Background: an optimization exercise with open tools, aiming at small area and a short achievable clock period. Do not read the settings as production practice. Only simulation tests tie the RTL to the original design; equivalence was not proved. Power is estimated from default activity; no workload was simulated.

==> flow/flow/run.sh <==
#!/bin/bash
# Layout flow: the standard flow, with the port buffers made plain
# buffers (sky130_fd_sc_hd__buf_4) instead of the default delay-cell choice.
export BUFFER_PORTS_ARGS="-buffer_cell sky130_fd_sc_hd__buf_4"
bash standard.sh > standard.log 2>&1
==> flow/standard.sh <==
#!/bin/bash
# synth_recipe.tcl (not shown) runs the flow's synth.tcl, then flattens the netlist and writes it again
# the make line also repeats each setting of config.mk as NAME=value (left out here)
make -C /OpenROAD-flow-scripts/flow DESIGN_CONFIG=/design/flow/config.mk WORK_HOME=/design/flow/orfs CLKGATE_MAP_FILE= SYNTH_SCRIPT=/design/flow/synth_recipe.tcl "${@:-finish}"
==> flow/config.mk <==
export PLATFORM = sky130hd
export DESIGN_NAME = ps2_key_event_queue
export DESIGN_NICKNAME = ps2_key_event_queue
export VERILOG_FILES = /design/flow/design.v
export SDC_FILE = /design/flow/constraint.sdc
export NUM_CORES = 4
export LEC_CHECK = 0
export CAP_MARGIN = 10
export CORE_MARGIN = 2
export CORE_UTILIZATION = 40
export CTS_BUF_LIST = sky130_fd_sc_hd__clkbuf_8
export CTS_CLUSTER_DIAMETER = 80
export CTS_CLUSTER_SIZE = 16
export SETUP_SLACK_MARGIN = 3.3
export SLEW_MARGIN = 10
export SYNTH_HIERARCHICAL = 1
export TNS_END_PERCENT = 10
==> flow/constraint.sdc <==
create_clock -name core_clock -period 6.5 [get_ports {clk}]
set_input_delay 1.3000 -clock core_clock [delete_from_list [all_inputs] [get_ports {clk}]]
set_output_delay 1.3000 -clock core_clock [all_outputs]
set_load 0.01 [all_outputs]
==> flow/design.v <==
module ps2_key_event_queue #(
  parameter int FIFO_DEPTH      = 8,
  parameter bit SUPPRESS_REPEAT = 1'b1,
  parameter bit IGNORE_CTRL     = 1'b1
) (
  input  logic                          clk,
  input  logic                          reset,
  input  logic [7:0]                    rx_data,
  input  logic                          rx_valid,
  input  logic                          rx_overflow,
  output logic [9:0]                    evt_data,
  output logic                          evt_valid,
  input  logic                          evt_ready,
  output logic [$clog2(FIFO_DEPTH):0]   evt_count,
  output logic                          drop_flag,
  input  logic                          drop_clr,
  output logic [8:0]                    keys_down,
  output logic [31:0]                   cur_key
);
  logic       r_ext, r_rel, r_pause;
  logic [2:0] r_skip;
  logic w_v, w_e0, w_f0, w_e1, w_ctrl, w_prefix, w_pause_end, w_key;
  logic w_emit, w_track, w_ev_ext, w_ev_rel;
  logic [7:0] w_code;
  assign w_v    = rx_valid && !rx_overflow;
  assign w_e0   = (rx_data == 8'hE0);
  assign w_f0   = (rx_data == 8'hF0);
  assign w_e1   = (rx_data == 8'hE1);
  assign w_ctrl = (rx_data == 8'h00) || (rx_data == 8'hAA) || (rx_data == 8'hEE) ||
                  (rx_data == 8'hFA) || (rx_data == 8'hFE) || (rx_data == 8'hFF);
  assign w_prefix    = !r_rel && !r_pause;            
  assign w_pause_end = r_pause && (r_skip <= 3'd1);
  assign w_key       = !w_e0 && !w_f0 && !w_e1 && (r_ext || !w_ctrl);
  assign w_track  = w_v && (r_rel || (w_prefix && w_key));
  assign w_emit   = w_track || (w_v && w_pause_end);
  assign w_ev_ext = r_ext || r_pause;
  assign w_ev_rel = r_rel;
  assign w_code   = r_pause ? 8'h77 : rx_data;
  always_ff @(posedge clk or posedge reset) begin
    if (reset) begin
      r_ext   <= 1'b0;
      r_rel   <= 1'b0;
      r_pause <= 1'b0;
      r_skip  <= 3'd0;
    end else if (rx_overflow) begin
      r_ext   <= 1'b0;
      r_rel   <= 1'b0;
      r_pause <= 1'b0;
      r_skip  <= 3'd0;
    end else if (rx_valid) begin
      if (r_pause) begin
        r_skip  <= w_pause_end ? 3'd0 : 3'(r_skip - 3'd1);
        r_pause <= !w_pause_end;
      end else if (r_rel) begin
        r_ext <= 1'b0;
        r_rel <= 1'b0;
      end else begin
        r_ext   <= w_e0 || (w_f0 && r_ext);
        r_rel   <= w_f0;
        r_pause <= w_e1;
        if (w_e1) r_skip <= 3'd7;
      end
    end
  end
  logic         r_phase;
  logic [15:0]  r_row_valid;
  logic [255:0] w_pair_rd_n;
  logic [15:0]  w_row_sel, w_row_rd, w_row_we, w_row_ev;
  logic [7:0]   w_hi_dec;
  logic [31:0]  w_col_sel;
  logic [31:0]  w_half_a, w_half_b, w_term_n;
  logic [7:0]   w_t4;
  logic [3:0]   w_t8_n;
  logic [31:0]  w_row_raw, w_row_wr;
  logic         w_sel_valid, w_pv, w_raw_bit;
  always_comb begin
    for (int i = 0; i < 8; i++)
      w_hi_dec[i] = (rx_data[7:5] == i[2:0]);
    for (int j = 0; j < 16; j++) begin
      w_row_sel[j] = (r_ext == j[3]) && w_hi_dec[j % 8];
      w_row_ev[j]  = (r_ext == j[3]) && r_row_valid[j];
    end
    for (int k = 0; k < 32; k++)
      w_col_sel[k] = (rx_data[4:0] == k[4:0]);
    w_sel_valid = |(w_row_sel & r_row_valid);
    w_row_raw   = w_half_a | w_half_b;
    w_row_wr = w_row_raw | {32{r_phase && !w_sel_valid}};
    if (w_track) w_row_wr = (w_row_wr & ~w_col_sel) | (w_col_sel & {32{!w_ev_rel ^ r_phase}});
    w_row_we = w_row_sel;
  end
  for (genvar j = 0; j < 16; j++) begin : g_rd
    ps2kq_dec3 #(.J(j % 8)) u_rd (.x(rx_data[7:5]), .e(w_row_ev[j]), .y(w_row_rd[j]));
  end
  for (genvar p = 0; p < 8; p++) begin : g_pair
    ps2kq_rowpair u_pair (
      .clk(clk), .we(w_row_we[2*p +: 2]), .hold(~w_row_we[2*p +: 2]),
      .rd(w_row_rd[2*p +: 2]), .wr(w_row_wr), .rd_n(w_pair_rd_n[p*32 +: 32])
    );
  end
  for (genvar k = 0; k < 32; k++) begin : g_col
    ps2kq_nand4 u_ha (
      .a({w_pair_rd_n[0*32+k], w_pair_rd_n[1*32+k], w_pair_rd_n[2*32+k], w_pair_rd_n[3*32+k]}),
      .y(w_half_a[k])
    );
    ps2kq_nand4 u_hb (
      .a({w_pair_rd_n[4*32+k], w_pair_rd_n[5*32+k], w_pair_rd_n[6*32+k], w_pair_rd_n[7*32+k]}),
      .y(w_half_b[k])
    );
    ps2kq_aoi22 u_term (
      .a0(w_col_sel[k]), .b0(w_half_a[k]), .a1(w_col_sel[k]), .b1(w_half_b[k]),
      .y(w_term_n[k])
    );
  end
  for (genvar i = 0; i < 8; i++) begin : g_t4
    ps2kq_nand4 u_t4 (.a(w_term_n[4*i +: 4]), .y(w_t4[i]));
  end
  for (genvar i = 0; i < 4; i++) begin : g_t8
    ps2kq_nor2 u_t8 (.a(w_t4[2*i]), .b(w_t4[2*i+1]), .y(w_t8_n[i]));
  end
  logic [3:0] w_raw_bit_c;
  for (genvar i = 0; i < 4; i++) begin : g_t32
    ps2kq_nand4 u_t32 (.a(w_t8_n), .y(w_raw_bit_c[i]));
  end
  assign w_raw_bit = w_raw_bit_c[0];
  assign w_pv = r_phase && w_sel_valid;
  always_ff @(posedge clk or posedge reset) begin
    if (reset) begin
      r_row_valid <= '0;
      r_phase     <= 1'b0;
    end else begin
      r_row_valid <= r_row_valid | w_row_we;
      r_phase     <= !r_phase;
    end
  end
  logic w_acc_h, w_acc_f, w_set_f, w_clr_h;
  assign w_acc_h = w_emit && (r_pause || r_rel);    
  assign w_acc_f = w_emit;
  assign w_set_f = w_track && !w_ev_rel;
  assign w_clr_h = w_track && w_ev_rel;
  logic [8:0] r_keys_down, w_kd_inc, w_kd_dec, w_kd_h, w_kd_f;
  assign w_kd_inc = (r_keys_down == 9'h1FF) ? r_keys_down : r_keys_down + 9'd1;
  assign w_kd_dec = (r_keys_down == 9'd0)   ? r_keys_down : r_keys_down - 9'd1;
  assign w_kd_h   = w_clr_h ? w_kd_dec : r_keys_down;
  assign w_kd_f   = w_set_f ? w_kd_inc : r_keys_down;
  always_ff @(posedge clk or posedge reset) begin
    if (reset) r_keys_down <= 9'd0;
    else       r_keys_down <= w_kd_next;
  end
  logic [7:0] r_ck_code;
  logic       r_ck_ext, r_ck_rel;
  logic [9:0] w_ck, w_ck_new, w_ck_h, w_ck_f;
  assign w_ck     = {r_ck_rel, r_ck_ext, r_ck_code};
  assign w_ck_new = {w_ev_rel, w_ev_ext, w_code};
  assign w_ck_h   = w_acc_h ? w_ck_new : w_ck;
  assign w_ck_f   = w_acc_f ? w_ck_new : w_ck;
  always_ff @(posedge clk or posedge reset) begin
    if (reset) {r_ck_rel, r_ck_ext, r_ck_code} <= {1'b1, 1'b0, 8'h1B};
    else       {r_ck_rel, r_ck_ext, r_ck_code} <= w_ck_next;
  end
  logic [9:0] r_mem [8];
  logic [2:0] r_wr_ptr;
  logic [7:0] r_rd_oh;                              
  logic       r_valid;                              
  logic [3:0] r_count;
  logic       r_drop_flag;
  logic       w_pop, w_slot_free;
  logic [2:0] w_wp_h, w_wp_f;
  logic [3:0] w_cnt_w, w_cnt_n, w_cnt_h, w_cnt_f;
  logic       w_drop_h, w_drop_f, w_df_n;
  assign w_pop       = r_valid && evt_ready;
  assign w_slot_free = !r_count[3] || w_pop;
  assign w_cnt_w = w_pop ? r_count : r_count + 4'd1;
  assign w_cnt_n = w_pop ? r_count - 4'd1 : r_count;
  assign w_cnt_h = (w_acc_h && w_slot_free) ? w_cnt_w : w_cnt_n;
  assign w_cnt_f = (w_acc_f && w_slot_free) ? w_cnt_w : w_cnt_n;
  assign w_wp_h  = (w_acc_h && w_slot_free) ? r_wr_ptr + 3'd1 : r_wr_ptr;
  assign w_wp_f  = (w_acc_f && w_slot_free) ? r_wr_ptr + 3'd1 : r_wr_ptr;
  assign w_df_n  = r_drop_flag && !drop_clr;
  assign w_drop_h = (w_acc_h && !w_slot_free) || w_df_n;
  assign w_drop_f = (w_acc_f && !w_slot_free) || w_df_n;
  always_ff @(posedge clk or posedge reset) begin
    if (reset) begin
      r_wr_ptr    <= 3'd0;
      r_rd_oh     <= 8'd1;
      r_valid     <= 1'b0;
      r_count     <= 4'd0;
      r_drop_flag <= 1'b0;
    end else begin
      r_wr_ptr    <= w_wp_next;
      r_count     <= w_cnt_next;
      r_drop_flag <= w_drop_next;
      if (w_pop) r_rd_oh <= {r_rd_oh[6:0], r_rd_oh[7]};
      r_valid     <= w_valid_next;
    end
  end
  always_ff @(posedge clk) begin
    if (w_slot_free) r_mem[r_wr_ptr] <= w_ck_new;
  end
  logic [27:0] w_nx_h, w_nx_f, w_nx1, w_nx0, w_nx;
  logic        w_valid_next;
  logic [8:0]  w_kd_next;
  logic [9:0]  w_ck_next;
  logic [2:0]  w_wp_next;
  logic [3:0]  w_cnt_next;
  logic        w_drop_next;
  assign w_nx_h = {(w_cnt_h != 4'd0), w_kd_h, w_ck_h, w_wp_h, w_cnt_h, w_drop_h};
  assign w_nx_f = {(w_cnt_f != 4'd0), w_kd_f, w_ck_f, w_wp_f, w_cnt_f, w_drop_f};
  assign w_nx1  = w_pv ? w_nx_f : w_nx_h;
  assign w_nx0  = w_pv ? w_nx_h : w_nx_f;
  for (genvar i = 0; i < 28; i++) begin : g_pick
    ps2kq_mux2 u_pick (.s(w_raw_bit_c[i % 4]), .a1(w_nx1[i]), .a0(w_nx0[i]), .y(w_nx[i]));
  end
  assign {w_valid_next, w_kd_next, w_ck_next, w_wp_next, w_cnt_next, w_drop_next} = w_nx;
  assign evt_valid = r_valid;
  logic [9:0] w_head;
  ps2kq_fifo_read u_head (
    .sel(r_rd_oh),
    .mem({r_mem[7], r_mem[6], r_mem[5], r_mem[4], r_mem[3], r_mem[2], r_mem[1], r_mem[0]}),
    .y(w_head)
  );
  assign evt_data = w_head & {10{r_valid}};
  assign evt_count = r_count;
  assign drop_flag = r_drop_flag;
  assign keys_down = r_keys_down;
  assign cur_key   = {8'h00,
                      (r_ck_ext && r_ck_rel) ? 8'hE0 : 8'h00,
                      r_ck_rel ? 8'hF0 : (r_ck_ext ? 8'hE0 : 8'h00),
                      r_ck_code};
endmodule
module ps2kq_rowpair (
  input  logic        clk,
  input  logic [1:0]  we,
  input  logic [1:0]  hold,
  input  logic [1:0]  rd,
  input  logic [31:0] wr,
  output logic [31:0] rd_n
);
  logic [31:0] q0, q1;
  always_ff @(posedge clk) begin
    q0 <= ~((q0 | {32{we[0]}}) & ({32{hold[0]}} | wr));
    q1 <= ~((q1 | {32{we[1]}}) & ({32{hold[1]}} | wr));
  end
  assign rd_n = ~((q0 & {32{rd[0]}}) | (q1 & {32{rd[1]}}));
endmodule
module ps2kq_nand4 (input logic [3:0] a, output logic y);
  assign y = ~&a;
endmodule
module ps2kq_and4 (input logic [3:0] a, output logic y);
  assign y = &a;
endmodule
module ps2kq_nor2 (input logic a, input logic b, output logic y);
  assign y = ~(a | b);
endmodule
module ps2kq_aoi22 (input logic a0, input logic b0, input logic a1, input logic b1,
                    output logic y);
  assign y = ~((a0 & b0) | (a1 & b1));
endmodule
module ps2kq_mux2 (input logic s, input logic a1, input logic a0, output logic y);
  assign y = s ? a1 : a0;
endmodule
module ps2kq_fifo_read (
  input  logic [7:0]  sel,
  input  logic [79:0] mem,
  output logic [9:0]  y
);
  always_comb begin
    y = 10'd0;
    for (int i = 0; i < 8; i++)
      if (sel[i]) y = y | mem[i*10 +: 10];
  end
endmodule
module ps2kq_dec3 #(parameter int J = 0) (
  input  logic [2:0] x,
  input  logic       e,
  output logic       y
);
  assign y = (x == 3'(J)) && e;
endmodule
==> impl_metrics.env, run 1 <==
export IMPL_outcome="timing/DRC/antenna clean"
export IMPL_io_buffers=53
export IMPL_die_h_um=259.1
export IMPL_nFillCells=5844
export IMPL_synth_edf_count=80
export IMPL_slew_violations=0
export IMPL_cts_tree="built"
export IMPL_clk_latency_ns=0.68
export IMPL_syn_area_sq_um=26030
export IMPL_pre_cts_slack_ns=1.582
export IMPL_max_freq_mhz=297.0
export IMPL_worst_path_max_fanout=18
export IMPL_finalCritPeriodShare_pct=51.81
export IMPL_initial_core_util_pct=40.45
export IMPL_worst_slew_pin_slew_ns=1.205
export IMPL_synthTopCellsByArea="dfxtp_1 (39%), o22ai_1 (12%), edfxtp_1 (9.2%)"
export IMPL_h_tree_depth=2
export IMPL_synth_commonest_cells="o22ai_1 (513), dfxtp_1 (512), a22oi_1 (294)"
export IMPL_drt_iter0_markers=2399
export IMPL_clk_pin_slew_worst_paths_ns=0.10
export IMPL_dp_hpwl_um=49270
export IMPL_clkSinkCount=651
export IMPL_synth_top_cell_area_share_pct=39.38
export IMPL_cts_buffer_depth=3
export IMPL_synth_cell_type_count=79
export IMPL_cts_root_buf="clkbuf_8"
export IMPL_first_pass_iters=6
export IMPL_ys_ff_latch=651
export IMPL_gr_usage_all_layers_pct=24.65
export IMPL_hp_class="reg2reg"
export IMPL_antenna_left=0
export IMPL_antenna_found_initial=1
export IMPL_arrival_ns=3.89
export IMPL_setup_tns_ns=0
export IMPL_ir_drop_v=0.0001442
export IMPL_dieArea_sq_um=67120
export IMPL_holdBufCountCts=0
export IMPL_wl_um=86630
export IMPL_yosysMostFrequentCell="o22ai_1"
export IMPL_die_w_um=259.1
export IMPL_overflow=0
export IMPL_grt_pass1_vias=21230
export IMPL_routedWlPerCell_um=25.91
export IMPL_rsz0062_at_grt="true"
export IMPL_viasPerCell=6.561
export IMPL_max_slew_margin_pct=19.34
export IMPL_critPathRequiredTime_ns=7.03
export IMPL_hold_violations=0
export IMPL_yosysTopAreaCell="dfxtp_1"
export IMPL_yosysWarningCount=9
export IMPL_route_detailed_drc=0
export IMPL_power_density_nw_per_um2=359.6
export IMPL_ys_flop_type="dfxtp_1"
export IMPL_critical_path_endpoint_type="flip-flop"
export IMPL_ys_async_sr_fraction_pct=9.063
export IMPL_critPathLaunchType="input port"
export IMPL_core_area_sq_um=64350
export IMPL_drv_cap=0
export IMPL_synthCells=2400
export IMPL_path_class="in2reg"
export IMPL_syn_to_final_growth_pct=12.66
export IMPL_fp_row_count=93
export IMPL_cts_buffers=49
export IMPL_grt_first_pass_wirelength_um=128800
export IMPL_vias=21930
export IMPL_final_nets=2491
export IMPL_seq_area_frac_synth_pct=54.31
export IMPL_drive_above_1_share_pct=19.30
export IMPL_gp_congestion=0.8894
export IMPL_skew_ns=0.05736
export IMPL_final_setup_viol_count=0
export IMPL_pin_count=71
export IMPL_worst_slack_ns=3.132
export IMPL_syn_avg_cell_area_sq_um=10.84
export IMPL_p_leak_nw=10.62
export IMPL_min_period_ns=3.368
export IMPL_grt_max_degree=60
==> routing by layer <==
metal	GRT usage, %	wire (um)	up-vias
met1	33.56	36420	10930
met2	39.06	39740	1219
li1	-	-	9604
met3	4.394	7802	184
met5	0	0	-
met4	9.345	2668	0
==> cells by family (layout without fill, tap and decap cells) <==
logic type | Yosys count | count (layout) | synth area share (%)
adders and majority gates | 7 | 7 | 0.3365
DFF | 651 | 651 | 54.31
and+or+nand+nor | 425 | 429 | 9.033
other | 1 | 18 | 0.01441
buffers and inverters | 259 | 325 | 6.514
muxes | 57 | 57 | 2.808
xor gates and xnor gates | 22 | 22 | 0.7403
AOI/OAI and AO/OA | 978 | 979 | 26.24
==> worst paths after layout <==
kind	slack [ns]	cells past startpoint	start	endpoint
min in group asynchronous	0.85	3	reset	r_keys_down[0]
hold / removal	0.45	1	g_pair[3].u_pair.q1[30]	g_pair[3].u_pair.q1[30]
setup reg to reg	3.21	12	r_ext	r_keys_down[4]
max in group asynchronous	5.01	3	reset	r_ext
setup / recovery	3.13	12	rx_data[7]	r_keys_down[4]
hold reg to reg	0.45	1	g_pair[3].u_pair.q1[30]	g_pair[3].u_pair.q1[30]
==> power by group <==
part / internal (W) / switching (W) / leakage [nW] / total [W]
clock: 0.000735 / 0.00131 / 0.456 / 0.00205
combinational: 0.00128 / 0.00139 / 4.37 / 0.00267
sequential: 0.00518 / 0.000649 / 5.79 / 0.00583
==> layout by cell type (no fill, tap or decap), drive strengths merged, types with 15 or more instances in the layout <==
| master | netlist | layout |
|---|---|---|
| nand2b | 21 | 21 |
| nor3 | 25 | 25 |
| o31ai | 19 | 19 |
| nor2 | 81 | 81 |
| nand2 | 73 | 73 |
| a22oi | 328 | 328 |
| edfxtp | 80 | 80 |
| nand3 | 33 | 33 |
| nand4 | 93 | 93 |
| clkbuf | 28 | 52 |
| conb | 1 | 17 |
| buf | 192 | 216 |
| a21oi | 31 | 31 |
| o32ai | 15 | 15 |
| mux2 | 31 | 31 |
| dfxtp | 512 | 512 |
| nor2b | 19 | 19 |
| dfrtp | 53 | 53 |
| mux2i | 25 | 25 |
| inv | 39 | 52 |
| o22ai | 513 | 513 |
| o21ai | 33 | 34 |
| and2 | 29 | 29 |
==> Yosys stat by module, one instance, submodules excluded, excerpt <==
module               times used  cells inside  area [sq um]  flip-flops and latches
ps2_key_event_queue           1           762          7634                     139
ps2kq_fifo_read               1            58         452.9                       0
ps2kq_aoi22                  32             1         12.51                       0
ps2kq_nand4                  76             1         6.256                       0
ps2kq_nor2                    4             1         3.754                       0
ps2kq_rowpair                 8           178          2056                      64
ps2kq_mux2                   28             1         15.01                       0
==> stage by stage <==
stage | utilization, % | instances | hold slack, ns | area [sq um] | total power, W
floorplan | - | 2416 | 0.4224 | 26490 | 0.007493
global placement | 41.75 | 3158 | 0.4300 | 26870 | 0.008127
detailed placement | 41.75 | 3158 | 0.4380 | 26870 | 0.008266
CTS | 44.72 | 3295 | 0.4523 | 28780 | 0.01038
global route | 45.57 | 3343 | 0.4613 | 29320 | 0.01101
finish | 45.57 | 3343 | 0.4538 | 29320 | 0.01054
==> sequential cells by signal (all words and copies together), names as in the netlist, 3 cells and up <==
name and flops:
g_pair.u_pair.q0 256, g_pair.u_pair.q1 256, r_ck_code 8, r_count 4, r_keys_down 9, r_mem 80
r_rd_oh 8, r_row_valid 16, r_skip 3, r_wr_ptr 3
==> critical path, cell delays in order <==
cell     delay [ns]
buf_16         0.14
and4b_2        0.27
buf_12         0.16
buf_12         0.15
a22oi_2        0.14
nand4_1        0.28
a22oi_2        0.23
nand4_1        0.29
nor2_4         0.26
nand4_1        0.14
buf_6          0.18
mux2_4         0.30
==> final cells by class <==
type                    instances  area, sq um  share of cell area, %
well taps                     855         1070                  3.648
multi-input cells            1511        11020                  37.59
repair buffers                218         2112                  7.203
inverters                      39        150.1                 0.5121
clock inverters                17        108.9                 0.3712
clock buffers                  51        701.9                  2.394
diodes                          1        2.502               0.008534
flip-flops and latches        651        14150                  48.27
==> what timing repair did <==
action | in CTS | in global routing
endpoints found under the setup margin | 550 | 550
pin swaps | 54 | 21
resized for setup | 89 | 27
cloned | 11 | 1
buffers inserted | 58 | 46
==> run 2, diff against run 1 <==
--- a/flow/config.mk
+++ b/flow/config.mk
@@ -8,5 +8,5 @@
 export CAP_MARGIN = 10
 export CORE_MARGIN = 2
-export CORE_UTILIZATION = 40
+export CORE_UTILIZATION = 70
 export CTS_BUF_LIST = sky130_fd_sc_hd__clkbuf_8
 export CTS_CLUSTER_DIAMETER = 80
==> impl_metrics.env, run 2 <==
export IMPL_yosys_area_share_adder_pct=0.3365
export IMPL_drive_above_1_share_pct=20.83
export IMPL_max_slew_margin_pct=25.14
export IMPL_syn_avg_cell_area_sq_um=10.84
export IMPL_dieArea_sq_um=38740
export IMPL_clkSinkCount=651
export IMPL_grt_max_degree=60
export IMPL_multi_input_area_sq_um=11290
export IMPL_hp_class="reg2reg"
export IMPL_cts_buffer_depth=3
export IMPL_final_common_cell="o22ai_1"
export IMPL_synth_top_cell_area_share_pct=39.38
export IMPL_clk_latency_ns=0.70
export IMPL_arrival_ns=3.80
export IMPL_synthTopCellsByArea="dfxtp_1 (39%), o22ai_1 (12%), edfxtp_1 (9.2%)"
export IMPL_synth_commonest_cells="o22ai_1 (513), dfxtp_1 (512), a22oi_1 (294)"
export IMPL_synthXorXnorAreaFrac_pct=0.7403
export IMPL_grt_first_pass_wirelength_um=121800
export IMPL_r2r_setup_slack_ns=3.24
export IMPL_hold_violations=0
export IMPL_max_freq_mhz=306.9
export IMPL_wl_um=88850
export IMPL_antenna_found_initial=1
export IMPL_yosysWarningCount=9
export IMPL_yosysTopAreaCell="dfxtp_1"
export IMPL_finalCritPeriodShare_pct=50.13
export IMPL_rsz0062_at_grt="true"
export IMPL_slew_violations=0
export IMPL_utilization_pct=80.08
export IMPL_ys_async_sr_fraction_pct=9.063
export IMPL_power_density_nw_per_um2=359.7
export IMPL_critical_path_endpoint_type="flip-flop"
export IMPL_seq_area_sq_um=14150
export IMPL_ys_ff_latch=651
export IMPL_layout_common_cells="o22ai_1 (513), dfxtp_1 (512), a22oi_1 (258)"
export IMPL_critPathLaunchType="flip-flop"
export IMPL_outcome="timing/DRC/antenna clean"
export IMPL_synthSimpleGateAreaFrac_pct=9.033
export IMPL_synth_top_family_by_area="compound AO/OA/AOI/OAI gates"
export IMPL_worst_path_max_fanout=26
export IMPL_skew_ns=0.06233
export IMPL_reg_top3="g_pair.u_pair.q0: 256 flops, g_pair.u_pair.q1: 256 flops, r_mem: 80 flops"
export IMPL_route_detailed_drc=0
export IMPL_routedWlPerCell_um=29.87
export IMPL_die_h_um=196.8
export IMPL_die_w_um=196.8
export IMPL_crit_chain="buf_12 -> and2_1 -> and4bb_2 -> a22oi_1 -> nand4_1 -> a22oi_2 -> nand4_1 -> nor2_4 -> nand4_1 -> buf_4 -> mux2_4"
export IMPL_r2r_start="r_ext"
export IMPL_syn_to_final_growth_pct=12.64
export IMPL_cpPeakStageDelay_ns=0.47
export IMPL_yosysMostFrequentCell="o22ai_1"
export IMPL_synthCells=2400
export IMPL_cp_slowest_cell="dfrtp_2"
export IMPL_r2r_end="r_drop_flag"
export IMPL_initial_core_util_pct=71.09
export IMPL_setup_tns_ns=0
export IMPL_holdBufCountCts=0
export IMPL_worst_slew_pin_slew_ns=1.119
export IMPL_nFillCells=2253
export IMPL_cts_root_buf="clkbuf_8"
export IMPL_core_area_sq_um=36610
export IMPL_synth_edf_count=80
export IMPL_antenna_left=0
export IMPL_ys_flop_type="dfxtp_1"
export IMPL_hold_start="g_pair[5].u_pair.q0[31]"
export IMPL_clk_pin_slew_worst_paths_ns=0.10
export IMPL_dp_hpwl_um=48140
export IMPL_syn_area_sq_um=26030
export IMPL_gr_usage_all_layers_pct=40.63
export IMPL_min_period_ns=3.259
export IMPL_hold_path_cell_count=1
export IMPL_cts_tree="built"
export IMPL_holdPathEnd="g_pair[5].u_pair.q0[31]"
export IMPL_pin_count=71
export IMPL_first_pass_iters=9
export IMPL_p_leak_nw=10.79
export IMPL_drt_iter0_markers=3448
export IMPL_overflow=0
export IMPL_fp_row_count=70
export IMPL_final_nets=2509
export IMPL_final_setup_viol_count=0
export IMPL_vias=23250
export IMPL_grt_pass1_vias=21250
export IMPL_drv_cap=0
export IMPL_seq_area_frac_synth_pct=54.31
export IMPL_synth_mux_area_share_pct=2.808
export IMPL_gp_congestion=0.9242
export IMPL_cpMostUsedCell="nand4_1"
export IMPL_viasPerCell=7.814
export IMPL_cts_buffers=46
export IMPL_path_class="reg2reg"
export IMPL_critPathRequiredTime_ns=7.04
export IMPL_ff2ff_path_depth=11
export IMPL_io_buffers=53
export IMPL_synth_compound_area_share_pct=26.24
export IMPL_h_tree_depth=2
export IMPL_ir_drop_v=0.0003048
export IMPL_synth_cell_type_count=79
-- run 2: worst max-delay path by stage --
stage                start                      end  slack, ns
6_report             r_ext              r_drop_flag       3.24
5_1_grt         rx_data[7]           r_keys_down[6]       3.22
4_1_cts         r_rd_oh[2]              evt_data[0]       3.24
3_5_place_dp    rx_data[6]               r_count[2]       1.64
3_3_place_gp    rx_data[7]               r_count[2]       1.63
2_1_floorplan  rx_overflow  g_pair[0].u_pair.q0[16]       2.99
-- run 2: power breakdown --
part,total [W],switching (W),internal (W)
Sequential,0.00583,0.000652,0.00518
Clock,0.00193,0.00127,0.000667
Combinational,0.00278,0.00144,0.00134
-- run 2: critical path: cells and delay by family, from the launching register on --
kind / cells / cell delay (ns)
AND/OR/NAND/NOR: 6 / 1.43
AO/OA/AOI/OAI: 2 / 0.51
flip-flops: 1 / 0.47
buffers and inverters: 2 / 0.40
multiplexers: 1 / 0.31
-- run 2: metrics by stage --
| step | instances | area, sq um | power, W | hold slack (ns) | setup slack (ns) |
|---|---|---|---|---|---|
| after floorplan | 2416 | 26490 | 0.007493 | 0.4224 | 2.987 |
| after global placement | 2769 | 26370 | 0.008065 | 0.4302 | 1.631 |
| after detailed placement | 2769 | 26370 | 0.008239 | 0.4379 | 1.636 |
| after CTS | 2913 | 28070 | 0.01030 | 0.4514 | 3.243 |
| after global routing | 2974 | 29310 | 0.01091 | 0.4601 | 3.215 |
| final | 2975 | 29320 | 0.01055 | 0.4524 | 3.241 |
-- run 2: what timing repair did --
action                                 in CTS  in global routing
resized for setup                          56                118
pin swaps                                  34                 36
setup buffers                              78                 40
endpoints found under the hold margin       0                  0
cloned                                      0                 21
setup endpoints to repair                 550                535
-- run 2: area by class of cell --
type / instances / share of cell area, %
well taps: 468 / 1.997
flip-flops and latches: 651 / 48.26
inverters: 39 / 0.5121
repair buffers: 235 / 8.220
diodes: 1 / 0.008536
multi-input cells: 1515 / 38.52
clock buffers: 47 / 2.206
clock inverters: 19 / 0.2689
-- run 2: cells by family (layout without fill, tap and decap cells) --
family                     after synthesis  after routing
and+or+nand+nor                        425            434
DFF                                    651            651
buffers and inverters                  259            340
other                                    1             18
adders and majority gates                7              7
xor gates and xnor gates                22             22
muxes                                   57             57
AOI/OAI and AO/OA                      978            978
-- run 2: per-module statistics from Yosys (local to each module, per instance), excerpt --
module / copies in the design / cell area (sq um)
ps2kq_rowpair: 8 / 2056
ps2kq_fifo_read: 1 / 452.9
ps2_key_event_queue: 1 / 7634
ps2kq_nand4: 76 / 6.256
ps2kq_aoi22: 32 / 12.51
ps2kq_nor2: 4 / 3.754
ps2kq_mux2: 28 / 15.01
-- run 2: layer usage --
layer  track usage [%]  up-vias  wire length [um]
li1                  -     9630                 -
met2             65.02     1911             39480
met3             8.145      425             12660
met1             52.65    11280             31410
met4             20.97        2              5304
met5                 0        -                 8
==> run 3, diff against run 2 <==
--- a/flow/config.mk
+++ b/flow/config.mk
@@ -8,5 +8,5 @@
 export CAP_MARGIN = 10
 export CORE_MARGIN = 2
-export CORE_UTILIZATION = 70
+export CORE_UTILIZATION = 55
 export CTS_BUF_LIST = sky130_fd_sc_hd__clkbuf_8
 export CTS_CLUSTER_DIAMETER = 80
==> impl_metrics.env, run 3 <==
export IMPL_final_setup_viol_count=0
export IMPL_pin_count=71
export IMPL_fp_row_count=79
export IMPL_routedWlPerCell_um=28.52
export IMPL_critical_path_endpoint_type="flip-flop"
export IMPL_yosysMostFrequentCell="o22ai_1"
export IMPL_ys_ff_latch=651
export IMPL_synthCells=2400
export IMPL_stdcell_count=3090
export IMPL_clk_latency_ns=0.70
export IMPL_cts_buffer_depth=3
export IMPL_setup_tns_ns=0
export IMPL_drv_cap=0
export IMPL_vias=22030
export IMPL_synthTopCellsByArea="dfxtp_1 (39%), o22ai_1 (12%), edfxtp_1 (9.2%)"
export IMPL_ys_flop_type="dfxtp_1"
export IMPL_cp_slowest_cell="mux2_4"
export IMPL_hold_violations=0
export IMPL_cts_root_buf="clkbuf_8"
export IMPL_arrival_ns=3.84
export IMPL_cpMostUsedCell="nand4_1"
export IMPL_wl_um=88120
export IMPL_synth_top_cell_area_share_pct=39.38
export IMPL_antenna_found_initial=0
export IMPL_critPathLaunchType="input port"
export IMPL_worst_path_max_fanout=36
export IMPL_layout_common_cells="o22ai_1 (513), dfxtp_1 (512), a22oi_1 (265)"
export IMPL_route_detailed_drc=0
export IMPL_yosysTopAreaCell="dfxtp_1"
export IMPL_ir_drop_v=0.0002543
export IMPL_reg_top3="g_pair.u_pair.q0: 256 flops, g_pair.u_pair.q1: 256 flops, r_mem: 80 flops"
export IMPL_worst_slew_pin_slew_ns=1.091
export IMPL_viasPerCell=7.130
export IMPL_crit_chain="buf_12 -> and4b_1 -> buf_6 -> a22oi_1 -> nand4_1 -> a22oi_2 -> nand4_1 -> nor2_2 -> nand4_1 -> buf_4 -> mux2_4"
export IMPL_cts_tree="built"
export IMPL_nFillCells=3837
export IMPL_drt_iter0_markers=2571
export IMPL_rsz0062_at_grt="true"
export IMPL_ys_async_sr_fraction_pct=9.063
export IMPL_die_w_um=221.5
export IMPL_grt_first_pass_wirelength_um=129800
export IMPL_final_nets=2485
export IMPL_power_density_nw_per_um2=363.1
export IMPL_synth_commonest_cells="o22ai_1 (513), dfxtp_1 (512), a22oi_1 (294)"
export IMPL_seq_area_sq_um=14150
export IMPL_hp_class="reg2reg"
export IMPL_antenna_left=0
export IMPL_max_freq_mhz=303.1
export IMPL_syn_avg_cell_area_sq_um=10.84
export IMPL_overflow=0
export IMPL_dp_hpwl_um=50620
export IMPL_critPathRequiredTime_ns=7.04
export IMPL_first_pass_iters=17
export IMPL_outcome="timing/DRC/antenna clean"
export IMPL_core_area_sq_um=46650
export IMPL_syn_area_sq_um=26030
export IMPL_max_slew_margin_pct=26.99
export IMPL_yosysWarningCount=9
export IMPL_cts_buffers=48
export IMPL_holdBufCountCts=0
export IMPL_grt_pass1_vias=20670
export IMPL_worst_hold_slack_ns=0.4505
export IMPL_clk_pin_slew_worst_paths_ns=0.09
export IMPL_p_leak_nw=10.57
export IMPL_syn_to_final_growth_pct=11.36
export IMPL_grt_max_degree=60
export IMPL_gr_usage_all_layers_pct=34.08
export IMPL_critical_path_top_delay_family="simple AND/OR/NAND/NOR gates"
export IMPL_gp_congestion=0.8346
export IMPL_io_buffers=53
export IMPL_finalCritPeriodShare_pct=50.75
export IMPL_skew_ns=0.05097
export IMPL_h_tree_depth=2
export IMPL_dpl_cell_count=2910
export IMPL_multi_input_area_sq_um=11180
export IMPL_synth_cell_type_count=79
export IMPL_seq_area_frac_synth_pct=54.31
export IMPL_slew_violations=0
export IMPL_initial_core_util_pct=55.78
export IMPL_clkSinkCount=651
export IMPL_min_period_ns=3.299
export IMPL_drive_above_1_share_pct=19.73
export IMPL_n_antenna_cell=0
export IMPL_die_h_um=221.5
export IMPL_final_common_cell="o22ai_1"
export IMPL_path_buf_inv=3
export IMPL_cpPeakStageDelay_ns=0.31
export IMPL_dieArea_sq_um=49080
export IMPL_synth_edf_count=80
export IMPL_path_class="in2reg"
## run 3: worst reg2reg max path, cell delays in order, from the launching register on
cell,delay (ns)
dfrtp_4,0.55
buf_4,0.18
and2_1,0.24
and4bb_4,0.34
a22oi_1,0.23
nand4_1,0.26
a22oi_2,0.23
nand4_1,0.24
nor2_2,0.24
nand4_1,0.10
buf_4,0.21
mux2_4,0.32
## run 3: metal layers
layer	vias up	routed length (um)	global-route usage [%]	share of wire [%]
met3	229	8303	5.791	9.4
li1	9570	-	-	-
met4	0	3791	13.62	4.3
met2	1229	39780	53.55	45
met5	-	0	0	0
met1	11000	36240	47.09	41
## run 3: path summary, 6_finish.rpt
check / to / cells after the start / startpoint / slack [ns]
worst max-delay path: r_drop_flag / 11 / rx_data[6] / 3.20
worst min-delay path: g_pair[7].u_pair.q0[30] / 1 / g_pair[7].u_pair.q0[30] / 0.45
worst max register to register: r_drop_flag / 11 / r_ext / 3.23
worst min register to register: g_pair[7].u_pair.q0[30] / 1 / g_pair[7].u_pair.q0[30] / 0.45
max in group asynchronous: r_ext / 3 / reset / 5.01
min in group asynchronous: r_keys_down[1] / 3 / reset / 0.85
## run 3: area by class of cell
class	instances	area share [%]
repair buffers	212	6.760
flip-flops and latches	651	48.83
clock buffers	49	2.327
well taps	607	2.620
clock inverters	20	0.3799
multi-input cells	1512	38.56
inverters	39	0.5180
## run 3: stage by stage
step / utilization, % / setup slack [ns] / cell area [sq um] / power [W]
4_1_cts: 60.77 / 3.094 / 28350 / 0.01045
3_5_place_dp: 56.93 / 1.484 / 26560 / 0.008255
5_1_grt: 62.12 / 3.199 / 28980 / 0.01099
6_report: 62.12 / 3.201 / 28980 / 0.01052
3_3_place_gp: 56.93 / 1.502 / 26560 / 0.008139
2_1_floorplan: - / 2.987 / 26490 / 0.007493
## run 3: per-module statistics from Yosys, one instance, submodules excluded, a selection
module / area, sq um / copies in the design / cells / flip-flops and latches
ps2_key_event_queue: 7634 / 1 / 762 / 139
ps2kq_aoi22: 12.51 / 32 / 1 / 0
ps2kq_nor2: 3.754 / 4 / 1 / 0
ps2kq_fifo_read: 452.9 / 1 / 58 / 0
ps2kq_nand4: 6.256 / 76 / 1 / 0
ps2kq_rowpair: 2056 / 8 / 178 / 64
ps2kq_mux2: 15.01 / 28 / 1 / 0
## run 3: power breakdown
group	internal [W]	total, W	switching (W)
sequential	0.00518	0.00581	0.000626
clock	0.000704	0.00203	0.00132
combinational	0.00130	0.00269	0.00139
## run 3: timing repair
action	in CTS	in global routing
setup endpoints to repair	550	550
hold endpoints to repair	0	0
gates cloned	2	4
resized for setup	55	78
setup buffers	82	23
pin swaps	48	30
## run 3: logic make-up after synthesis
kind of cell,share of synthesized area (%)
AO/OA/AOI/OAI,26.24
XOR/XNOR,0.7403
buffers and inverters,6.514
other,0.01441
adder cells (fa/ha/maj),0.3365
flip-flops,54.31
multiplexers,2.808
AND/OR/NAND/NOR,9.033
==> run 4, diff against run 3 <==
--- a/flow/config.mk
+++ b/flow/config.mk
@@ -8,5 +8,5 @@
 export CAP_MARGIN = 10
 export CORE_MARGIN = 2
-export CORE_UTILIZATION = 55
+export CORE_UTILIZATION = 60
 export CTS_BUF_LIST = sky130_fd_sc_hd__clkbuf_8
 export CTS_CLUSTER_DIAMETER = 80
==> impl_metrics.env, run 4 <==
export IMPL_routedWlPerCell_um=28.89
export IMPL_arrival_ns=3.80
export IMPL_die_h_um=212.3
export IMPL_yosysTopAreaCell="dfxtp_1"
export IMPL_final_setup_viol_count=0
export IMPL_drv_cap=0
export IMPL_synthTopCellsByArea="dfxtp_1 (39%), o22ai_1 (12%), edfxtp_1 (9.2%)"
export IMPL_critical_path_endpoint_type="flip-flop"
export IMPL_grt_first_pass_wirelength_um=128300
export IMPL_hold_start="g_pair[5].u_pair.q0[31]"
export IMPL_gr_usage_all_layers_pct=37.48
export IMPL_synthCells=2400
export IMPL_core_area_sq_um=42980
export IMPL_wl_um=89280
export IMPL_grt_pass1_vias=21280
export IMPL_cts_root_buf="clkbuf_8"
export IMPL_vias=22480
export IMPL_grt_max_degree=60
export IMPL_synth_top_cell_area_share_pct=39.38
export IMPL_clkSinkCount=651
export IMPL_worst_hold_slack_ns=0.4500
export IMPL_viasPerCell=7.276
export IMPL_h_tree_depth=2
export IMPL_layout_common_cells="o22ai_1 (513), dfxtp_1 (512), a22oi_1 (264)"
export IMPL_worst_slew_pin_slew_ns=1.076
export IMPL_clk_pin_slew_worst_paths_ns=0.09
export IMPL_gp_congestion=0.8875
export IMPL_holdPathEnd="g_pair[5].u_pair.q0[31]"
export IMPL_dieArea_sq_um=45060
export IMPL_ys_ff_latch=651
export IMPL_route_detailed_drc=0
export IMPL_r2r_end="r_valid"
export IMPL_syn_avg_cell_area_sq_um=10.84
export IMPL_cts_tree="built"
export IMPL_r2r_setup_slack_ns=3.26
export IMPL_cts_buffers=47
export IMPL_dp_hpwl_um=48860
export IMPL_worst_path_max_fanout=32
export IMPL_drt_iter0_markers=3074
export IMPL_finalCritPeriodShare_pct=49.99
export IMPL_yosysMostFrequentCell="o22ai_1"
export IMPL_synth_cell_type_count=79
export IMPL_final_nets=2507
export IMPL_p_leak_nw=10.74
export IMPL_io_buffers=53
export IMPL_ys_flop_type="dfxtp_1"
export IMPL_initial_core_util_pct=60.55
export IMPL_ys_async_sr_fraction_pct=9.063
export IMPL_pin_count=71
export IMPL_max_slew_margin_pct=27.97
export IMPL_min_period_ns=3.249
export IMPL_ir_drop_v=0.0002357
export IMPL_skew_ns=0.03890
export IMPL_die_w_um=212.3
export IMPL_max_freq_mhz=307.8
export IMPL_slew_violations=0
export IMPL_clk_latency_ns=0.69
export IMPL_synth_edf_count=80
export IMPL_antenna_found_initial=2
export IMPL_syn_to_final_growth_pct=12.51
export IMPL_overflow=0
export IMPL_hold_violations=0
export IMPL_critPathLaunchType="input port"
export IMPL_hold_path_cell_count=1
export IMPL_fp_row_count=76
export IMPL_syn_area_sq_um=26030
export IMPL_synth_commonest_cells="o22ai_1 (513), dfxtp_1 (512), a22oi_1 (294)"
export IMPL_yosysWarningCount=9
export IMPL_r2r_start="r_ext"
export IMPL_cts_buffer_depth=3
export IMPL_hp_class="reg2reg"
export IMPL_ff2ff_path_depth=11
export IMPL_critPathRequiredTime_ns=7.05
export IMPL_power_density_nw_per_um2=359.6
export IMPL_setup_tns_ns=0
export IMPL_drive_above_1_share_pct=20.45
export IMPL_rsz0062_at_grt="true"
export IMPL_seq_area_frac_synth_pct=54.31
export IMPL_reg_top3="g_pair.u_pair.q0: 256 flops, g_pair.u_pair.q1: 256 flops, r_mem: 80 flops"
export IMPL_path_class="in2reg"
export IMPL_outcome="timing/DRC/antenna clean"
export IMPL_antenna_left=0
export IMPL_first_pass_iters=6
export IMPL_final_common_cell="o22ai_1"
## run 4: changes by cell type in the layout (fill, tap and decap cells not counted), sizes merged
cell	previous run	this run
and4bb	10	14
buf	212	221
diode	0	1
inv	53	55
o21ai	35	34
clkinvlp	3	1
clkinv	3	1
clkbuf	49	60
## run 4: worst max path at each step
stage / start / end / slack (ns)
after global routing: r_ext / r_count[3] / 3.20
after floorplan: rx_overflow / g_pair[0].u_pair.q0[16] / 2.99
after detailed placement: rx_data[7] / r_keys_down[6] / 1.39
after CTS: r_rd_oh[6] / evt_data[3] / 3.17
after global placement: rx_data[7] / r_ck_code[6] / 1.46
final: rx_data[5] / r_valid / 3.25
## run 4: timing repair
action,in CTS,in global routing
pin swaps,41,37
resized for setup,67,95
setup endpoints to repair,550,532
hold buffers,0,0
setup buffers,80,40
gates cloned,6,9
## run 4: kinds of logic after synthesis
logic type,Yosys count,share of synthesized area (%)
compound gates,978,26.24
fa+ha+maj,7,0.3365
flops,651,54.31
xor+xnor,22,0.7403
mux,57,2.808
buf+inv,259,6.514
simple gates,425,9.033
other cells,1,0.01441
## run 4: stage by stage
step / setup slack [ns] / instances / instance area (sq um) / utilization (%) / total power [W]
2_1_floorplan: 2.987 / 2416 / 26490 / - / 0.007493
4_1_cts: 3.165 / 3040 / 28350 / 65.96 / 0.01040
6_report: 3.251 / 3090 / 29280 / 68.13 / 0.01053
5_1_grt: 3.203 / 3090 / 29280 / 68.13 / 0.01097
3_5_place_dp: 1.388 / 2887 / 26520 / 61.71 / 0.008246
3_3_place_gp: 1.456 / 2887 / 26520 / 61.71 / 0.008105
## run 4: cell type report
cell class,count,area (sq um)
Antenna cell,1,2.502
Clock buffer,49,674.4
Clock inverter,18,82.58
Fill cell,3304,13700
Inverter,39,150.1
Multi-Input combinational cell,1515,11230
Sequential cell,651,14150
Tap cell,585,732.0
Timing Repair Buffer,232,2252
## run 4: power breakdown
part	switching (W)	internal, W	total (W)
Sequential	0.000628	0.00518	0.00581
Combinational	0.00141	0.00131	0.00272
Clock	0.00131	0.000696	0.00200
## run 4: per-module statistics from Yosys, one instance, submodules excluded, a selection
module | flops+latches | times used
ps2_key_event_queue | 139 | 1
ps2kq_rowpair | 64 | 8
ps2kq_fifo_read | 0 | 1
ps2kq_mux2 | 0 | 28
ps2kq_aoi22 | 0 | 32
ps2kq_nand4 | 0 | 76
ps2kq_nor2 | 0 | 4
## run 4: worst max-delay path, cell delays in order
cell       delay [ns]
clkbuf_16        0.17
and4b_1          0.26
buf_12           0.18
a22oi_1          0.22
nand4_1          0.27
a22oi_2          0.27
nand4_1          0.20
nor2_4           0.23
nand4_1          0.15
buf_6            0.19
mux2_4           0.30
## run 4: metal layers
metal  global-route usage [%]  share of wire (%)  up-vias
li1                         -                  -     9628
met1                    49.85                 39    11120
met2                    59.36                 45     1440
met3                    7.843                 11      292
met4                    16.37                4.6        2
met5                        0              0.017        -
==> run 5, diff against run 4 <==
--- a/flow/config.mk
+++ b/flow/config.mk
@@ -15,3 +15,3 @@
 export SLEW_MARGIN = 10
 export SYNTH_HIERARCHICAL = 1
-export TNS_END_PERCENT = 10
+export TNS_END_PERCENT = 30
==> impl_metrics.env, run 5 <==
export IMPL_gr_usage_all_layers_pct=38.39
export IMPL_syn_avg_cell_area_sq_um=10.84
export IMPL_die_w_um=212.3
export IMPL_n_antenna_cell=0
export IMPL_p_seq_share_pct=55.3
export IMPL_clkSinkCount=651
export IMPL_synth_edf_count=80
export IMPL_arrival_ns=3.88
export IMPL_slew_violations=0
export IMPL_cpMostUsedCell="nand4_1"
export IMPL_reg_top3="g_pair.u_pair.q0: 256 flops, g_pair.u_pair.q1: 256 flops, r_mem: 80 flops"
export IMPL_hp_class="reg2reg"
export IMPL_core_area_sq_um=42980
export IMPL_skew_ns=0.03748
export IMPL_overflow=0
export IMPL_yosysWarningCount=9
export IMPL_vias=22580
export IMPL_yosysMostFrequentCell="o22ai_1"
export IMPL_worst_slew_pin_slew_ns=1.243
export IMPL_ys_flop_type="dfxtp_1"
export IMPL_yosysTopAreaCell="dfxtp_1"
export IMPL_routedWlPerCell_um=29.32
export IMPL_p_int_w=0.007202
export IMPL_power_frac_clock_pct=18.8
export IMPL_crit_chain="buf_16 -> and4bb_4 -> buf_6 -> a22oi_2 -> nand4_1 -> a22oi_2 -> nand4_1 -> nor2_4 -> nand4_1 -> buf_6 -> mux2_4"
export IMPL_p_sw_share_pct=31.70
export IMPL_initial_core_util_pct=60.55
export IMPL_final_nets=2524
export IMPL_worst_hold_slack_ns=0.4500
export IMPL_synthCells=2400
export IMPL_grt_pass1_vias=21140
export IMPL_wl_um=91000
export IMPL_cts_tree="built"
export IMPL_critical_path_endpoint_type="flip-flop"
export IMPL_path_class="in2reg"
export IMPL_cts_buffer_depth=3
export IMPL_gp_congestion=0.9080
export IMPL_dp_hpwl_um=50080
export IMPL_cts_root_buf="clkbuf_8"
export IMPL_pin_count=71
export IMPL_io_buffers=53
export IMPL_syn_to_final_growth_pct=13.75
export IMPL_path_buf_inv=3
export IMPL_fp_row_count=76
export IMPL_dieArea_sq_um=45060
export IMPL_drv_cap=0
export IMPL_drive_above_1_share_pct=21.60
export IMPL_critPathRequiredTime_ns=7.04
export IMPL_critPathLaunchType="input port"
export IMPL_p_switching_w=0.003343
export IMPL_worst_path_max_fanout=19
export IMPL_die_h_um=212.3
export IMPL_rsz0062_at_grt="true"
export IMPL_ir_drop_v=0.0002483
export IMPL_grt_max_degree=60
export IMPL_route_detailed_drc=0
export IMPL_cts_buffers=47
export IMPL_ys_ff_latch=651
export IMPL_pwr_share_comb_pct=25.9
export IMPL_max_slew_margin_pct=16.85
export IMPL_viasPerCell=7.275
export IMPL_power_density_nw_per_um2=356.2
export IMPL_clk_latency_ns=0.68
export IMPL_cpPeakStageDelay_ns=0.34
export IMPL_h_tree_depth=2
export IMPL_power_total_w=0.01055
export IMPL_outcome="timing/DRC/antenna clean"
export IMPL_ys_async_sr_fraction_pct=9.063
export IMPL_seq_area_frac_synth_pct=54.31
export IMPL_syn_area_sq_um=26030
export IMPL_synth_cell_type_count=79
export IMPL_p_leak_nw=10.87
export IMPL_drt_iter0_markers=2888
export IMPL_hold_violations=0
export IMPL_critical_path_top_delay_family="simple AND/OR/NAND/NOR gates"
export IMPL_grt_first_pass_wirelength_um=130700
export IMPL_finalCritPeriodShare_pct=51.45
export IMPL_clk_pin_slew_worst_paths_ns=0.10
export IMPL_first_pass_iters=6
export IMPL_cp_slowest_cell="nand4_1"
export IMPL_setup_tns_ns=0
export IMPL_synthTopCellsByArea="dfxtp_1 (39%), o22ai_1 (12%), edfxtp_1 (9.2%)"
export IMPL_synth_top_cell_area_share_pct=39.38
export IMPL_antenna_found_initial=1
export IMPL_synth_commonest_cells="o22ai_1 (513), dfxtp_1 (512), a22oi_1 (294)"
export IMPL_min_period_ns=3.344
export IMPL_final_setup_viol_count=0
export IMPL_final_common_cell="o22ai_1"
export IMPL_max_freq_mhz=299.0
export IMPL_antenna_left=0
export IMPL_layout_common_cells="o22ai_1 (513), dfxtp_1 (512), a22oi_1 (260)"
==> run 5: cell counts after synthesis <==
No cell type changed its count.
==> run 5: cell families (layout without fill, tap and decap cells) <==
family / Yosys count / in the layout / synth area share [%]
compound gates: 978 / 980 / 26.24
xor+xnor: 22 / 22 / 0.7403
fa+ha+maj: 7 / 7 / 0.3365
buf+inv: 259 / 354 / 6.514
flops: 651 / 651 / 54.31
mux: 57 / 57 / 2.808
other cells: 1 / 17 / 0.01441
simple gates: 425 / 431 / 9.033
==> run 5: routing by layer <==
layer	GRT usage (%)	vias up	share of wire, %
li1	-	9650	-
met1	50.70	11150	38
met2	59.88	1446	45
met3	8.774	339	12
met4	18.40	0	5.4
met5	0	-	0
==> run 5: Yosys stat by module, one instance, submodules excluded, a selection <==
module | copies in the design | cells | flops+latches
ps2_key_event_queue | 1 | 762 | 139
ps2kq_rowpair | 8 | 178 | 64
ps2kq_fifo_read | 1 | 58 | 0
ps2kq_mux2 | 28 | 1 | 0
ps2kq_aoi22 | 32 | 1 | 0
ps2kq_nand4 | 76 | 1 | 0
ps2kq_nor2 | 4 | 1 | 0
==> run 5: metrics by stage <==
step                      setup slack (ns)  utilization [%]  area, sq um  cells
final                                3.156            68.88        29610   3104
after CTS                            3.257            67.30        28930   3069
after global placement               1.532            61.76        26540   2890
after global routing                 3.191            68.88        29610   3104
after floorplan                      2.987                -        26490   2416
after detailed placement             1.541            61.76        26540   2890
==> run 5: final timing paths <==
check | cells past startpoint | startpoint | slack [ns] | to
max in group asynchronous | 3 | reset | 4.97 | r_ext
worst min-delay path | 1 | g_pair[1].u_pair.q0[31] | 0.45 | g_pair[1].u_pair.q0[31]
worst max register to register | 13 | r_ext | 3.17 | r_keys_down[8]
worst min register to register | 1 | g_pair[1].u_pair.q0[31] | 0.45 | g_pair[1].u_pair.q0[31]
min in group asynchronous | 3 | reset | 0.87 | r_keys_down[3]
worst max-delay path | 11 | rx_data[6] | 3.16 | r_keys_down[8]
==> run 5: power groups by stage <==
stage,clock (W),sequential [W],combinational (W)
floorplan,0,0.00571,0.00178
global placement,0,0.00583,0.00228
detailed placement,0,0.00588,0.00237
CTS,0.00200,0.00580,0.00261
global route,0.00214,0.00595,0.00288
finish,0.00198,0.00584,0.00273
==> run 5: what timing repair did <==
action | in CTS | in global routing
gates cloned | 15 | 9
buffers inserted | 99 | 26
resized for setup | 133 | 59
endpoints found under the setup margin | 550 | 508
hold buffers | 0 | 0
pin swaps | 74 | 31
==> run 5: layout make-up <==
type | instances | area, sq um
flip-flops and latches | 651 | 14150
fillers | 3294 | 13380
multi-input cells | 1514 | 11250
repair buffers | 250 | 2577
well taps | 585 | 732.0
clock buffers | 49 | 674.4
inverters | 39 | 150.1
clock inverters | 16 | 70.07
==> run 6, diff against run 5 <==
--- a/flow/config.mk
+++ b/flow/config.mk
@@ -12,6 +12,6 @@
 export CTS_CLUSTER_DIAMETER = 80
 export CTS_CLUSTER_SIZE = 16
-export SETUP_SLACK_MARGIN = 3.3
+export SETUP_SLACK_MARGIN = 3.2
 export SLEW_MARGIN = 10
 export SYNTH_HIERARCHICAL = 1
-export TNS_END_PERCENT = 30
+export TNS_END_PERCENT = 10
==> impl_metrics.env, run 6 <==
export IMPL_seq_area_sq_um=14150
export IMPL_syn_area_sq_um=26030
export IMPL_reg_top3="g_pair.u_pair.q0: 256 flops, g_pair.u_pair.q1: 256 flops, r_mem: 80 flops"
export IMPL_routedWlPerCell_um=27.86
export IMPL_stdcell_count=3048
export IMPL_syn_to_final_growth_pct=9.216
export IMPL_power_density_nw_per_um2=367.9
export IMPL_final_nets=2465
export IMPL_max_slew_margin_pct=29.21
export IMPL_first_pass_iters=7
export IMPL_p_seq_share_pct=55.4
export IMPL_cpPeakStageDelay_ns=0.43
export IMPL_power_total_w=0.01046
export IMPL_syn_avg_cell_area_sq_um=10.84
export IMPL_final_common_cell="o22ai_1"
export IMPL_synthTopCellsByArea="dfxtp_1 (39%), o22ai_1 (12%), edfxtp_1 (9.2%)"
export IMPL_clkSinkCount=651
export IMPL_route_detailed_drc=0
export IMPL_yosysMostFrequentCell="o22ai_1"
export IMPL_grt_max_degree=60
export IMPL_yosysWarningCount=9
export IMPL_final_setup_viol_count=0
export IMPL_hold_start="g_pair[5].u_pair.q0[30]"
export IMPL_wl_um=84910
export IMPL_crit_chain="buf_12 -> and4bb_4 -> a22oi_1 -> nand4_1 -> a22oi_2 -> nand4_1 -> nor2_4 -> nand4_1 -> buf_4 -> mux2_4"
export IMPL_p_switching_w=0.003302
export IMPL_p_sw_share_pct=31.57
export IMPL_arrival_ns=3.87
export IMPL_min_period_ns=3.319
export IMPL_hold_violations=0
export IMPL_layout_common_cells="o22ai_1 (513), dfxtp_1 (512), a22oi_1 (286)"
export IMPL_dp_hpwl_um=48860
export IMPL_antenna_found_initial=1
export IMPL_cts_root_buf="clkbuf_8"
export IMPL_pin_count=71
export IMPL_gr_usage_all_layers_pct=36.55
export IMPL_drive_above_1_share_pct=17.63
export IMPL_cpMostUsedCell="nand4_1"
export IMPL_power_frac_clock_pct=19.1
export IMPL_gp_congestion=0.8875
export IMPL_worst_path_max_fanout=33
export IMPL_fp_row_count=76
export IMPL_ys_async_sr_fraction_pct=9.063
export IMPL_cts_tree="built"
export IMPL_synthCells=2400
export IMPL_hp_class="reg2reg"
export IMPL_finalCritPeriodShare_pct=51.06
export IMPL_rsz0062_at_grt="true"
export IMPL_synth_commonest_cells="o22ai_1 (513), dfxtp_1 (512), a22oi_1 (294)"
export IMPL_nFillCells=3421
export IMPL_skew_ns=0.03393
export IMPL_p_leak_nw=10.41
export IMPL_holdPathEnd="g_pair[5].u_pair.q0[30]"
export IMPL_slew_violations=0
export IMPL_ir_drop_v=0.0002398
export IMPL_max_freq_mhz=301.3
export IMPL_synth_edf_count=80
export IMPL_r2r_end="r_count[3]"
export IMPL_h_tree_depth=2
export IMPL_die_h_um=212.3
export IMPL_outcome="timing/DRC/antenna clean"
export IMPL_antenna_left=0
export IMPL_critical_path_endpoint_type="flip-flop"
export IMPL_critPathLaunchType="input port"
export IMPL_clk_pin_slew_worst_paths_ns=0.09
export IMPL_grt_pass1_vias=20960
export IMPL_hold_path_cell_count=1
export IMPL_multi_input_area_sq_um=10960
export IMPL_cts_buffers=47
export IMPL_holdBufCountCts=0
export IMPL_cp_slowest_cell="and4bb_4"
export IMPL_dieArea_sq_um=45060
export IMPL_seq_area_frac_synth_pct=54.31
export IMPL_initial_core_util_pct=60.55
export IMPL_clk_latency_ns=0.68
export IMPL_overflow=0
export IMPL_io_buffers=53
export IMPL_synth_top_cell_area_share_pct=39.38
export IMPL_pwr_share_comb_pct=25.5
export IMPL_dpl_cell_count=2887
export IMPL_cts_buffer_depth=3
export IMPL_core_area_sq_um=42980
export IMPL_critPathRequiredTime_ns=7.05
export IMPL_drv_cap=0
export IMPL_vias=21950
export IMPL_ff2ff_path_depth=11
export IMPL_ys_ff_latch=651
export IMPL_yosysTopAreaCell="dfxtp_1"
export IMPL_grt_first_pass_wirelength_um=125900
export IMPL_r2r_setup_slack_ns=3.22
export IMPL_setup_tns_ns=0
export IMPL_ys_flop_type="dfxtp_1"
export IMPL_r2r_start="r_ext"
export IMPL_viasPerCell=7.202
export IMPL_p_int_w=0.007155
export IMPL_die_w_um=212.3
export IMPL_synth_cell_type_count=79
export IMPL_worst_slew_pin_slew_ns=1.061
export IMPL_path_class="in2reg"
export IMPL_drt_iter0_markers=3041
==> run 6: cell count changes in the layout (fill, tap and decap cells not counted), sizes merged <==
| cell | delta |
|---|---|
| diode | +1 |
| o21a | -1 |
| and4bb | -4 |
| buf | -47 |
| clkbuf | -7 |
| clkinv | -3 |
| inv | +5 |
==> run 6: cell type report <==
cell class | count | area share, %
Antenna cell | 1 | 0.008804
Inverter | 39 | 0.5282
Multi-Input combinational cell | 1509 | 38.55
Tap cell | 585 | 2.575
Clock buffer | 49 | 2.373
Sequential cell | 651 | 49.78
Clock inverter | 18 | 0.2905
Timing Repair Buffer | 196 | 5.898
==> run 6: power by group through the flow <==
stage / Clock (W) / Combinational [W] / Sequential (W)
6_report: 0.00200 / 0.00267 / 0.00579
2_1_floorplan: 0 / 0.00178 / 0.00571
5_1_grt: 0.00215 / 0.00284 / 0.00592
3_5_place_dp: 0 / 0.00238 / 0.00586
4_1_cts: 0.00201 / 0.00258 / 0.00578
3_3_place_gp: 0 / 0.00229 / 0.00581
==> run 6: through the flow <==
step	instance area, sq um	hold WS [ns]	utilization [%]	setup slack, ns
floorplan	26490	0.4224	-	2.987
global placement	26520	0.4304	61.71	1.456
detailed placement	26520	0.4379	61.71	1.388
CTS	28060	0.4515	65.29	3.148
global route	28420	0.4625	66.13	3.114
finish	28420	0.4524	66.13	3.181
==> run 6: metal layers <==
metal / vias up / routed length, um / track usage [%]
met5: - / 0 / 0
met2: 1247 / 38710 / 58.33
met1: 10950 / 34160 / 48.82
li1: 9504 / - / -
met4: 0 / 4039 / 16.04
met3: 251 / 8004 / 6.691
==> run 6: cells by family (layout without fill, tap and decap cells) <==
kind of cell / Yosys count / after routing / share of synthesized area, %
xor+xnor: 22 / 22 / 0.7403
simple gates: 425 / 427 / 9.033
mux: 57 / 57 / 2.808
other cells: 1 / 18 / 0.01441
buf+inv: 259 / 302 / 6.514
flops: 651 / 651 / 54.31
compound gates: 978 / 979 / 26.24
fa+ha+maj: 7 / 7 / 0.3365
==> run 6: worst max-delay path by stage <==
stage                      from                 endpoint  cells after the start
finish               rx_data[7]               r_count[3]                     10
global route              r_ext               r_count[3]                     12
CTS                  rx_data[7]  g_pair[5].u_pair.q1[15]                     14
detailed placement   rx_data[7]           r_keys_down[6]                      9
global placement     rx_data[7]             r_ck_code[6]                      9
floorplan           rx_overflow  g_pair[0].u_pair.q0[16]                     10
==> run 6: critical path: cells and delay by family <==
kind / cells / cell delay (ns)
muxes: 1 / 0.31
and+or+nand+nor: 5 / 1.30
buffers and inverters: 2 / 0.41
AOI/OAI and AO/OA: 2 / 0.51
==> run 6: Yosys stat by module (local to each module, per instance), excerpt <==
module,cells inside,cell area (sq um),times used,flip-flops and latches
ps2_key_event_queue,762,7634,1,139
ps2kq_mux2,1,15.01,28,0
ps2kq_aoi22,1,12.51,32,0
ps2kq_nand4,1,6.256,76,0
ps2kq_rowpair,178,2056,8,64
ps2kq_fifo_read,58,452.9,1,0
ps2kq_nor2,1,3.754,4,0
==> run 6: timing repair <==
action	in CTS	in global routing
endpoints found under the setup margin	545	550
buffers inserted	71	18
pin swaps	32	21
resized for setup	33	45
cloned	1	3

[separate check: timing with driven ports]
The results above use ideal ports. As a check the final layouts listed here were re-extracted and re-timed, cells and wires unchanged.
Step 1: set_driving_cell puts a clkbuf_16 on clk and a buf_2 on each other input, an assumption about the parent block.
Step 2 adds t to the input delays and takes it off the output delays; t is the mean of the earliest and latest rising clock arrival at the registers after step 1. Input paths then give back, and output paths get back, about the clock's delay inside the block.
Slacks: ideal / step 1 / step 2; pairs: ideal / step 1.
run | t (ns) | setup WS [ns] | pins driven straight from the clock port
run 1 | 0.713 | 3.132 / 2.914 / 2.202 | 1
run 2 | 0.727 | 3.241 / 3.046 / 2.319 | 1
run 3 | 0.736 | 3.201 / 3.189 / 2.453 | 1
run 4 | 0.724 | 3.251 / 3.142 / 2.418 | 1
run 5 | 0.716 | 3.156 / 3.009 / 2.293 | 1
run 6 | 0.726 | 3.181 / 3.166 / 2.440 | 1
After both steps every run listed still meets setup and hold. The setup slack of run 1, which loses most, moves by -0.218 ns with the drivers and by -0.930 ns with both steps.
